Context: an optimization exercise on an open-source flow, tuned for small area and a short achievable clock period. The choices shown serve that exercise and are no tape-out recipe. Function was checked by simulation only, so behaviour that the tests miss may differ from the original.

==> fjord: inputs <==
==> flow/design.v <==
`timescale 1ns/100ps
package rv_isa_pkg;
    localparam int XLEN = 32;
    localparam int REG_ADDR_W = 5;
    typedef enum logic [6:0] {
        OPC_OP     = 7'b0110011,
        OPC_OP_IMM = 7'b0010011,
        OPC_LUI    = 7'b0110111,
        OPC_AUIPC  = 7'b0010111,
        OPC_JAL    = 7'b1101111,
        OPC_BRANCH = 7'b1100011,
        OPC_SYSTEM = 7'b1110011
    } opcode_e;
    typedef enum logic [2:0] {
        F3_ADD  = 3'b000,
        F3_SLL  = 3'b001,
        F3_SLT  = 3'b010,
        F3_SLTU = 3'b011,
        F3_XOR  = 3'b100,
        F3_SR   = 3'b101,
        F3_OR   = 3'b110,
        F3_AND  = 3'b111
    } alu_funct3_e;
    typedef enum logic [2:0] {
        F3_BEQ  = 3'b000,
        F3_BNE  = 3'b001,
        F3_BLT  = 3'b100,
        F3_BGE  = 3'b101,
        F3_BLTU = 3'b110,
        F3_BGEU = 3'b111
    } branch_funct3_e;
    localparam logic [31:0] EBREAK_WORD = 32'h0010_0073;
    localparam logic [31:0] NOP_WORD = 32'h0000_0013;
endpackage
`timescale 1ns/100ps
package hart_pkg;
    localparam logic [31:0] RESET_ADDR = 32'h0000_0000;
    localparam int NUM_REGS = 32;
    typedef enum logic [1:0] {
        FETCH_IDLE,
        FETCH_REQUEST,
        FETCH_WAIT_RSP,
        FETCH_STOPPED
    } fetch_state_e;
    typedef enum logic [3:0] {
        ALU_ADD,
        ALU_SUB,
        ALU_SLL,
        ALU_SLT,
        ALU_SLTU,
        ALU_XOR,
        ALU_SRL,
        ALU_SRA,
        ALU_OR,
        ALU_AND,
        ALU_PASS_B
    } alu_op_e;
    typedef struct packed {
        logic [31:0] inst;
        logic [31:0] pc;
    } fetch_pkt_t;
    typedef struct packed {
        alu_op_e                    alu_op;
        logic                       a_is_pc;
        logic                       b_is_imm;
        logic                       is_branch;
        logic [2:0]                 branch_f3;
        logic                       is_jal;
        logic [4:0]                 rs1_addr;
        logic                       rs1_used;
        logic [4:0]                 rs2_addr;
        logic                       rs2_used;
        logic [4:0]                 rd_addr;
        logic                       rd_wen;
        logic [31:0]                imm;
        logic                       illegal;
        logic                       halt;
    } decoded_t;
    typedef struct packed {
        logic [31:0] result;
        logic [31:0] next_pc;
        logic        taken;
        logic        misaligned;
    } exec_result_t;
    typedef struct packed {
        logic [31:0] inst;
        logic        trap;
        logic        halt;
        logic [4:0]  rs1_raddr;
        logic [4:0]  rs2_raddr;
        logic [31:0] rs1_rdata;
        logic [31:0] rs2_rdata;
        logic [4:0]  rd_waddr;
        logic [31:0] rd_wdata;
        logic [31:0] pc;
        logic [31:0] next_pc;
    } retire_t;
    typedef struct packed {
        logic        valid;
        logic [31:0] next_pc;
        logic        stop;
    } redirect_t;
endpackage
`timescale 1ns/100ps
`timescale 1ns/100ps
`timescale 1ns/100ps
module reg_file (
    input  logic        i_clk,
    input  logic        i_rst,
    input  logic [4:0]  i_rs1_addr,
    input  logic        i_rs1_en,
    input  logic [4:0]  i_rs2_addr,
    input  logic        i_rs2_en,
    output logic [31:0] o_rs1_data,
    output logic [31:0] o_rs2_data,
    input  logic        i_rd_wen,
    input  logic [4:0]  i_rd_addr,
    input  logic [31:0] i_rd_data
);
    logic [31:0] regs [1:31];
    logic [31:1] vld_q;
    logic [31:1] sel1;
    logic [31:1] sel2;
    logic [31:1] wsel;
    always_comb begin
        for (int i = 1; i < 32; i++) begin
            wsel[i] = i_rd_wen && (i_rd_addr == i[4:0]);
            sel1[i] = i_rs1_en && vld_q[i] && (i_rs1_addr == i[4:0]);
            sel2[i] = i_rs2_en && vld_q[i] && (i_rs2_addr == i[4:0]);
        end
    end
    always_ff @(posedge i_clk) begin
        if (i_rst) begin
            vld_q <= '0;
        end else begin
            vld_q <= vld_q | wsel;
        end
    end
    always_ff @(posedge i_clk) begin
        for (int i = 1; i < 32; i++) begin
            if (wsel[i]) begin
                regs[i] <= i_rd_data;
            end
        end
    end
    always_comb begin
        o_rs1_data = '0;
        o_rs2_data = '0;
        for (int i = 1; i < 32; i++) begin
            o_rs1_data = o_rs1_data | ({32{sel1[i]}} & regs[i]);
            o_rs2_data = o_rs2_data | ({32{sel2[i]}} & regs[i]);
        end
    end
endmodule
`timescale 1ns/100ps
module pfx_add (
    input  logic [31:0] i_a,
    input  logic [31:0] i_b,
    input  logic        i_cin,
    output logic [31:0] o_sum,
    output logic        o_cout
);
    logic [32:0] g [0:6];
    logic [32:0] p [0:6];
    logic [31:0] hp;
    assign hp = i_a ^ i_b;
    always_comb begin
        g[0][0] = i_cin;
        p[0][0] = 1'b0;
        for (int i = 0; i < 32; i++) begin
            g[0][i+1] = i_a[i] & i_b[i];
            p[0][i+1] = hp[i];
        end
        for (int l = 0; l < 6; l++) begin
            for (int i = 0; i < 33; i++) begin
                if (((i >> l) & 1) == 1) begin
                    g[l+1][i] = g[l][i] | (p[l][i] & g[l][((i >> l) << l) - 1]);
                    p[l+1][i] = p[l][i] & p[l][((i >> l) << l) - 1];
                end else begin
                    g[l+1][i] = g[l][i];
                    p[l+1][i] = p[l][i];
                end
            end
        end
        for (int i = 0; i < 32; i++) begin
            o_sum[i] = hp[i] ^ g[6][i];
        end
        o_cout = g[6][32];
    end
endmodule
`timescale 1ns/100ps
`timescale 1ns/100ps
module hart_top (
    input  logic         i_clk,
    input  logic         i_rst,
    input  logic         i_imem_ready,
    input  logic         i_imem_valid,
    input  logic [31:0]  i_imem_rdata,
    output logic         o_imem_ren,
    output logic [31:0]  o_imem_raddr,
    output logic         o_retire_valid,
    output logic [208:0] o_retire
);
    localparam logic [1:0] ST_IDLE    = 2'd0;
    localparam logic [1:0] ST_REQUEST = 2'd1;
    localparam logic [1:0] ST_WAIT    = 2'd2;
    localparam logic [1:0] ST_STOPPED = 2'd3;
    logic [1:0]  state_q;
    logic        valid_q;     
    logic [31:2] pc_q;        
    logic [31:0] inst_q;
    logic        illegal_q;
    logic        mis_q;       
    logic        taken_q;
    logic        halt_q;
    logic        rs1u_q;
    logic        rs2u_q;
    logic [31:0] rs1_q;
    logic [31:0] rs2_q;
    logic        live_q;      
    logic [4:0]  rd_q;        
    logic [31:0] res_q;
    logic [31:1] target_q;
    logic        stop;
    logic        wb_en;
    logic        trap;
    logic [31:2] pc4;
    logic [31:1] next_pc;
    assign pc4     = pc_q + 30'd1;
    assign next_pc = taken_q ? target_q : {pc4, 1'b0};
    assign trap    = illegal_q || (taken_q && mis_q);
    assign stop    = trap || halt_q;
    assign wb_en = valid_q && live_q;
    assign o_retire_valid = valid_q;
    assign o_retire = {
        inst_q,
        trap,
        halt_q,
        rs1u_q ? inst_q[19:15] : 5'd0,
        rs2u_q ? inst_q[24:20] : 5'd0,
        rs1u_q ? rs1_q : 32'd0,
        rs2u_q ? rs2_q : 32'd0,
        rd_q,
        live_q ? res_q : 32'd0,
        pc_q, 2'b00,
        next_pc, 1'b0
    };
    logic        accept;
    logic        fetch_valid;
    logic [31:0] fetch_pc;
    assign o_imem_ren   = (state_q == ST_REQUEST) || (valid_q && !stop);
    assign fetch_pc     = valid_q ? {next_pc, 1'b0} : {pc_q, 2'b00};
    assign o_imem_raddr = fetch_pc;
    assign accept       = o_imem_ren && i_imem_ready;
    assign fetch_valid  = i_imem_valid && (accept || state_q == ST_WAIT);
    always_ff @(posedge i_clk) begin
        if (i_rst) begin
            state_q <= ST_IDLE;
            valid_q <= 1'b0;
            pc_q    <= '0;
        end else begin
            valid_q <= fetch_valid;
            if (valid_q) begin
                pc_q <= next_pc[31:2];
            end
            unique case (state_q)
                ST_IDLE: begin
                    if (valid_q && stop) begin
                        state_q <= ST_STOPPED;
                    end else if (!valid_q) begin
                        state_q <= ST_REQUEST;
                    end else begin
                        state_q <= fetch_valid ? ST_IDLE : accept ? ST_WAIT : ST_REQUEST;
                    end
                end
                ST_REQUEST: state_q <= fetch_valid ? ST_IDLE : accept ? ST_WAIT : ST_REQUEST;
                ST_WAIT:    state_q <= i_imem_valid ? ST_IDLE : ST_WAIT;
                default:    state_q <= ST_STOPPED;
            endcase
        end
    end
    logic [31:0] w;
    logic [6:0]  opc;
    logic [2:0]  f3;
    logic [6:0]  f7;
    logic        is_op, is_opimm, is_lui, is_auipc, is_jal, is_br, is_sys;
    logic        ebreak;
    logic        illegal;
    logic        rs1_used, rs2_used;
    logic        rd_live;
    logic [31:0] imm_i, imm_u, imm_t;
    logic [31:0] rf_rs1, rf_rs2;
    logic        byp1, byp2;
    logic [31:0] a, rs2, b, bx;
    logic        sub;
    logic [32:0] sum;
    logic        lt_s, lt_u, eq;
    logic        cond;
    logic        taken;
    logic [31:0] target;
    logic [31:0] fetch_pc4;
    logic [4:0]  shamt;
    logic [31:0] sll_r;
    logic [32:0] sr_x;
    logic [31:0] alu;
    logic [31:0] result;
    assign w   = i_imem_rdata;
    assign opc = w[6:0];
    assign f3  = w[14:12];
    assign f7  = w[31:25];
    assign is_op    = (opc == 7'b0110011);
    assign is_opimm = (opc == 7'b0010011);
    assign is_lui   = (opc == 7'b0110111);
    assign is_auipc = (opc == 7'b0010111);
    assign is_jal   = (opc == 7'b1101111);
    assign is_br    = (opc == 7'b1100011);
    assign is_sys   = (opc == 7'b1110011);
    assign ebreak   = (w == 32'h0010_0073);
    always_comb begin
        if (is_op) begin
            illegal = !((f7 == 7'h00) || (f7 == 7'h20 && (f3 == 3'b000 || f3 == 3'b101)));
        end else if (is_opimm) begin
            illegal = (f3 == 3'b001) ? (f7 != 7'h00)
                    : (f3 == 3'b101) ? !(f7 == 7'h00 || f7 == 7'h20)
                    : 1'b0;
        end else if (is_lui || is_auipc || is_jal) begin
            illegal = 1'b0;
        end else if (is_br) begin
            illegal = (f3[2:1] == 2'b01);
        end else if (is_sys) begin
            illegal = !ebreak;
        end else begin
            illegal = 1'b1;
        end
    end
    assign rs1_used = is_op || is_opimm || is_br;
    assign rs2_used = is_op || is_br;
    assign rd_live = (is_op || is_opimm || is_lui || is_auipc || is_jal) && !illegal &&
                     !(is_jal && w[21]) && (w[11:7] != 5'd0);
    assign imm_i = {{20{w[31]}}, w[31:20]};
    assign imm_u = {w[31:12], 12'd0};
    assign imm_t = w[3] ? {{12{w[31]}}, w[19:12], w[20], w[30:21], 1'b0}
                 : w[6] ? {{20{w[31]}}, w[7], w[30:25], w[11:8], 1'b0}
                 : imm_u;
    assign byp1 = wb_en && (rd_q == w[19:15]);
    assign byp2 = wb_en && (rd_q == w[24:20]);
    reg_file u_reg_file (
        .i_clk      (i_clk),
        .i_rst      (i_rst),
        .i_rs1_addr (w[19:15]),
        .i_rs1_en   (1'b1),
        .i_rs2_addr (w[24:20]),
        .i_rs2_en   (1'b1),
        .o_rs1_data (rf_rs1),
        .o_rs2_data (rf_rs2),
        .i_rd_wen   (wb_en),
        .i_rd_addr  (rd_q),
        .i_rd_data  (res_q)
    );
    assign a   = byp1 ? res_q : rf_rs1;
    assign rs2 = byp2 ? res_q : rf_rs2;
    assign b   = w[5] ? rs2 : imm_i;
    assign sub = w[6] || (w[14:13] == 2'b01) || (w[5] && w[14:12] == 3'b000 && w[30]);
    assign bx  = b ^ {32{sub}};
    pfx_add u_add (
        .i_a    (a),
        .i_b    (bx),
        .i_cin  (sub),
        .o_sum  (sum[31:0]),
        .o_cout (sum[32])
    );
    assign lt_s = (a[31] == bx[31]) ? a[31] : sum[31];
    assign lt_u = !sum[32];
    assign eq   = (a == b);
    always_comb begin
        unique case (f3)
            3'b000:  cond = eq;
            3'b001:  cond = !eq;
            3'b100:  cond = lt_s;
            3'b101:  cond = !lt_s;
            3'b110:  cond = lt_u;
            3'b111:  cond = !lt_u;
            default: cond = 1'b0;
        endcase
    end
    assign taken = is_jal || (is_br && cond);
    assign target    = fetch_pc + imm_t;
    assign fetch_pc4 = fetch_pc + 32'd4;
    assign shamt = b[4:0];
    assign sll_r = a << shamt;
    assign sr_x  = $signed({w[30] && a[31], a}) >>> shamt;
    always_comb begin
        unique case (f3)
            3'b000:  alu = sum[31:0];
            3'b001:  alu = sll_r;
            3'b010:  alu = {31'd0, lt_s};
            3'b011:  alu = {31'd0, lt_u};
            3'b100:  alu = a ^ b;
            3'b101:  alu = sr_x[31:0];
            3'b110:  alu = a | b;
            default: alu = a & b;
        endcase
    end
    assign result = !w[2] ? alu         
                  : w[3]  ? fetch_pc4   
                  : w[5]  ? imm_u       
                  : target;             
    always_ff @(posedge i_clk) begin
        inst_q <= w;
        illegal_q <= illegal;
        mis_q  <= w[3] ? w[21] : w[8];
        taken_q <= taken;
        halt_q <= ebreak;
        rs1u_q <= rs1_used;
        rs2u_q <= rs2_used;
        rs1_q  <= a;
        rs2_q  <= rs2;
        live_q <= rd_live;
        rd_q   <= rd_live ? w[11:7] : 5'd0;
        res_q  <= result;
        target_q <= target[31:1];
    end
endmodule
==> flow/run.sh <==
#!/bin/bash
# synth_recipe.tcl (not shown) runs the flow's synth.tcl, then flattens the netlist and writes it again
# the make line also repeats each setting of config.mk as NAME=value (left out here)
make -C /OpenROAD-flow-scripts/flow DESIGN_CONFIG=/design/flow/config.mk WORK_HOME=/design/flow/orfs CLKGATE_MAP_FILE= SYNTH_SCRIPT=/design/flow/synth_recipe.tcl finish
==> flow/config.mk <==
export PLATFORM = sky130hd
export DESIGN_NAME = hart_top
export DESIGN_NICKNAME = hart_top
export VERILOG_FILES = /design/flow/design.v
export SDC_FILE = /design/flow/constraint.sdc
export NUM_CORES = 4
export LEC_CHECK = 0
export CAP_MARGIN = 20
export CORE_MARGIN = 2
export CORE_UTILIZATION = 40
export SETUP_SLACK_MARGIN = 3.5
export SLEW_MARGIN = 20
==> flow/constraint.sdc <==
create_clock -name core_clock -period 9.0 [get_ports {i_clk}]
set_input_delay 1.8000 -clock core_clock [delete_from_list [all_inputs] [get_ports {i_clk}]]
set_output_delay 1.8000 -clock core_clock [all_outputs]
set_load 0.01 [all_outputs]
==> inputs of lagoon, as changes to fjord <==
--- a/flow/design.v
+++ b/flow/design.v
@@ -155,12 +155,15 @@
 `timescale 1ns/100ps
-module pfx_add (
-    input  logic [31:0] i_a,
-    input  logic [31:0] i_b,
-    input  logic        i_cin,
-    output logic [31:0] o_sum,
-    output logic        o_cout
+module pfx_add #(
+    parameter int W = 32
+) (
+    input  logic [W-1:0] i_a,
+    input  logic [W-1:0] i_b,
+    input  logic         i_cin,
+    output logic [W-1:0] o_sum,
+    output logic         o_cout
 );
-    logic [32:0] g [0:6];
-    logic [32:0] p [0:6];
-    logic [31:0] hp;
+    localparam int L = (W >= 32) ? 6 : (W >= 16) ? 5 : (W >= 8) ? 4 : 3;
+    logic [W:0]   g [0:L];
+    logic [W:0]   p [0:L];
+    logic [W-1:0] hp;
     assign hp = i_a ^ i_b;
@@ -169,3 +172,3 @@
         p[0][0] = 1'b0;
-        for (int i = 0; i < 32; i++) begin
+        for (int i = 0; i < W; i++) begin
             g[0][i+1] = i_a[i] & i_b[i];
@@ -173,4 +176,4 @@
         end
-        for (int l = 0; l < 6; l++) begin
-            for (int i = 0; i < 33; i++) begin
+        for (int l = 0; l < L; l++) begin
+            for (int i = 0; i <= W; i++) begin
                 if (((i >> l) & 1) == 1) begin
@@ -184,6 +187,6 @@
         end
-        for (int i = 0; i < 32; i++) begin
-            o_sum[i] = hp[i] ^ g[6][i];
+        for (int i = 0; i < W; i++) begin
+            o_sum[i] = hp[i] ^ g[L][i];
         end
-        o_cout = g[6][32];
+        o_cout = g[L][W];
     end
@@ -213,3 +216,5 @@
     logic        mis_q;       
-    logic        taken_q;
+    logic        jal_q;
+    logic        br_q;
+    logic        eq_q;
     logic        halt_q;
@@ -221,5 +226,21 @@
     logic [4:0]  rd_q;        
-    logic [31:0] res_q;
+    logic [15:0] lo_q;
+    logic        c16_q;
+    logic [15:0] hi0_q;
+    logic [15:0] hi1_q;
+    logic        co0_q;
+    logic        co1_q;
+    logic        a31_q;
+    logic        bx31_q;
+    logic [31:0] oth_q;
+    logic        use_sum_q;
+    logic        use_lt_q;
+    logic [31:0] res;
     logic [31:1] target_q;
     logic        stop;
+    logic [15:0] sum_hi;
+    logic        cout;
+    logic        lt_s, lt_u;
+    logic        cond;
+    logic        taken;
     logic        wb_en;
@@ -229,6 +250,25 @@
     assign pc4     = pc_q + 30'd1;
-    assign next_pc = taken_q ? target_q : {pc4, 1'b0};
-    assign trap    = illegal_q || (taken_q && mis_q);
+    assign sum_hi  = c16_q ? hi1_q : hi0_q;
+    assign cout    = c16_q ? co1_q : co0_q;
+    assign lt_s    = (a31_q == bx31_q) ? a31_q : sum_hi[15];
+    assign lt_u    = !cout;
+    always_comb begin
+        unique case (inst_q[14:12])
+            3'b000:  cond = eq_q;
+            3'b001:  cond = !eq_q;
+            3'b100:  cond = lt_s;
+            3'b101:  cond = !lt_s;
+            3'b110:  cond = lt_u;
+            3'b111:  cond = !lt_u;
+            default: cond = 1'b0;
+        endcase
+    end
+    assign taken   = jal_q || (br_q && cond);
+    assign next_pc = taken ? target_q : {pc4, 1'b0};
+    assign trap    = illegal_q || (taken && mis_q);
     assign stop    = trap || halt_q;
     assign wb_en = valid_q && live_q;
+    assign res = use_sum_q ? {sum_hi, lo_q}
+               : use_lt_q  ? {31'd0, inst_q[12] ? lt_u : lt_s}
+               : oth_q;
     assign o_retire_valid = valid_q;
@@ -243,3 +283,3 @@
         rd_q,
-        live_q ? res_q : 32'd0,
+        live_q ? res : 32'd0,
         pc_q, 2'b00,
@@ -295,6 +335,6 @@
     logic        sub;
-    logic [32:0] sum;
-    logic        lt_s, lt_u, eq;
-    logic        cond;
-    logic        taken;
+    logic [16:0] lo;
+    logic [16:0] hi0;
+    logic [16:0] hi1;
+    logic        eq;
     logic [31:0] target;
@@ -357,6 +397,6 @@
         .i_rd_addr  (rd_q),
-        .i_rd_data  (res_q)
+        .i_rd_data  (res)
     );
-    assign a   = byp1 ? res_q : rf_rs1;
-    assign rs2 = byp2 ? res_q : rf_rs2;
+    assign a   = byp1 ? res : rf_rs1;
+    assign rs2 = byp2 ? res : rf_rs2;
     assign b   = w[5] ? rs2 : imm_i;
@@ -364,24 +404,6 @@
     assign bx  = b ^ {32{sub}};
-    pfx_add u_add (
-        .i_a    (a),
-        .i_b    (bx),
-        .i_cin  (sub),
-        .o_sum  (sum[31:0]),
-        .o_cout (sum[32])
-    );
-    assign lt_s = (a[31] == bx[31]) ? a[31] : sum[31];
-    assign lt_u = !sum[32];
-    assign eq   = (a == b);
-    always_comb begin
-        unique case (f3)
-            3'b000:  cond = eq;
-            3'b001:  cond = !eq;
-            3'b100:  cond = lt_s;
-            3'b101:  cond = !lt_s;
-            3'b110:  cond = lt_u;
-            3'b111:  cond = !lt_u;
-            default: cond = 1'b0;
-        endcase
-    end
-    assign taken = is_jal || (is_br && cond);
+    pfx_add #(.W(16)) u_add_lo  (.i_a(a[15:0]),  .i_b(bx[15:0]),  .i_cin(sub),  .o_sum(lo[15:0]),  .o_cout(lo[16]));
+    pfx_add #(.W(16)) u_add_hi0 (.i_a(a[31:16]), .i_b(bx[31:16]), .i_cin(1'b0), .o_sum(hi0[15:0]), .o_cout(hi0[16]));
+    pfx_add #(.W(16)) u_add_hi1 (.i_a(a[31:16]), .i_b(bx[31:16]), .i_cin(1'b1), .o_sum(hi1[15:0]), .o_cout(hi1[16]));
+    assign eq  = (a == b);
     assign target    = fetch_pc + imm_t;
@@ -393,6 +415,3 @@
         unique case (f3)
-            3'b000:  alu = sum[31:0];
             3'b001:  alu = sll_r;
-            3'b010:  alu = {31'd0, lt_s};
-            3'b011:  alu = {31'd0, lt_u};
             3'b100:  alu = a ^ b;
@@ -411,3 +430,5 @@
         mis_q  <= w[3] ? w[21] : w[8];
-        taken_q <= taken;
+        jal_q  <= is_jal;
+        br_q   <= is_br;
+        eq_q   <= eq;
         halt_q <= ebreak;
@@ -419,3 +440,13 @@
         rd_q   <= rd_live ? w[11:7] : 5'd0;
-        res_q  <= result;
+        lo_q   <= lo[15:0];
+        c16_q  <= lo[16];
+        hi0_q  <= hi0[15:0];
+        hi1_q  <= hi1[15:0];
+        co0_q  <= hi0[16];
+        co1_q  <= hi1[16];
+        a31_q  <= a[31];
+        bx31_q <= bx[31];
+        oth_q  <= result;
+        use_sum_q <= !w[2] && (w[14:12] == 3'b000);
+        use_lt_q  <= !w[2] && (w[14:13] == 2'b01);
         target_q <= target[31:1];
- CAP_MARGIN: 20 -> 10
- CTS_BUF_LIST: unset -> sky130_fd_sc_hd__clkbuf_4 sky130_fd_sc_hd__clkbuf_8
- SETUP_SLACK_MARGIN: 3.5 -> 4
- SLEW_MARGIN: 20 -> 10
- TNS_END_PERCENT: unset -> 5
==> results.json <==
{
  "clockBufferCount": 321,
  "gr-usage-met2": 0.690,
  "pwr_density_cell_nw_per_um2": 164,
  "vdd_ir_drop_max_uv": 174,
  "whs_ps": 552,
  "vias": 66100,
  "multi_input_area_share": 0.356,
  "synth_commonest_cells": "992 x edfxtp_1, 574 x a22oi_1, 408 x nand2_1, 361 x nor2_1, 291 x dfxtp_1",
  "slowest_delay_ps": 510,
  "synth_xor_area_frac": 0.0203,
  "wl_met1_um": 144000,
  "status": "finished clean",
  "crit_cells": 22,
  "synth-simple-area-share": 0.152,
  "numClockSinks": 1283,
  "switchingPower_uw": 3610,
  "grt_pass1_wl_um": 544000,
  "syn_inst": 5816,
  "cp_slowest_cell": "or4_4",
  "syn-cell-area_um2": 64700
}
(the above is from lagoon)
==> results.json <==
{
  "switchingPower_uw": 3410,
  "slowest_delay_ps": 980,
  "syn-cell-area_um2": 63500,
  "whs_ps": 553,
  "vias": 64900,
  "pre_cts_slack_ps": 26.2,
  "wl_met1_um": 136000,
  "synth_xor_area_frac": 0.0184,
  "vdd_ir_drop_max_uv": 218,
  "clockBufferCount": 173,
  "status": "finished clean",
  "syn_inst": 5797,
  "cp_slowest_cell": "a222oi_1",
  "gr-usage-met2": 0.693,
  "synth-simple-area-share": 0.181,
  "grt_pass1_wl_um": 532000,
  "busiest_layer": "met2",
  "pwr_density_cell_nw_per_um2": 165,
  "numClockSinks": 1227
}
(the above is from fjord)

## separate check: timing with driven ports
Ports are ideal in the flow. The routed layouts listed here were re-timed in OpenROAD. Step 1 (the two cells are an assumption about what drives the block):
set clk [get_ports {i_clk}]
set_driving_cell -lib_cell sky130_fd_sc_hd__clkbuf_16 $clk
set_driving_cell -lib_cell sky130_fd_sc_hd__buf_2 [delete_from_list [all_inputs] $clk]
Step 2, shift: input delay + t, output delay - t, t = (earliest + latest rising clock arrival at the registers) / 2. This alone moves slack from input paths to output paths. Slacks: ideal / step 1 / step 2; pairs: ideal / step 1.
run	shift t [ns]	setup WS [ns]	latest minus earliest clock arrival (ns)	worst data-port slew with drivers (ns)
fjord	0.901	1.702 / 1.762 / 0.861	0.040 / 0.039	0.06
lagoon	1.103	3.420 / 3.430 / 2.358	0.124 / 0.123	0.09
After both steps every run listed still meets setup and hold. The setup slack of lagoon, which loses most, moves by +0.010 ns with the drivers and by -1.062 ns with both steps.
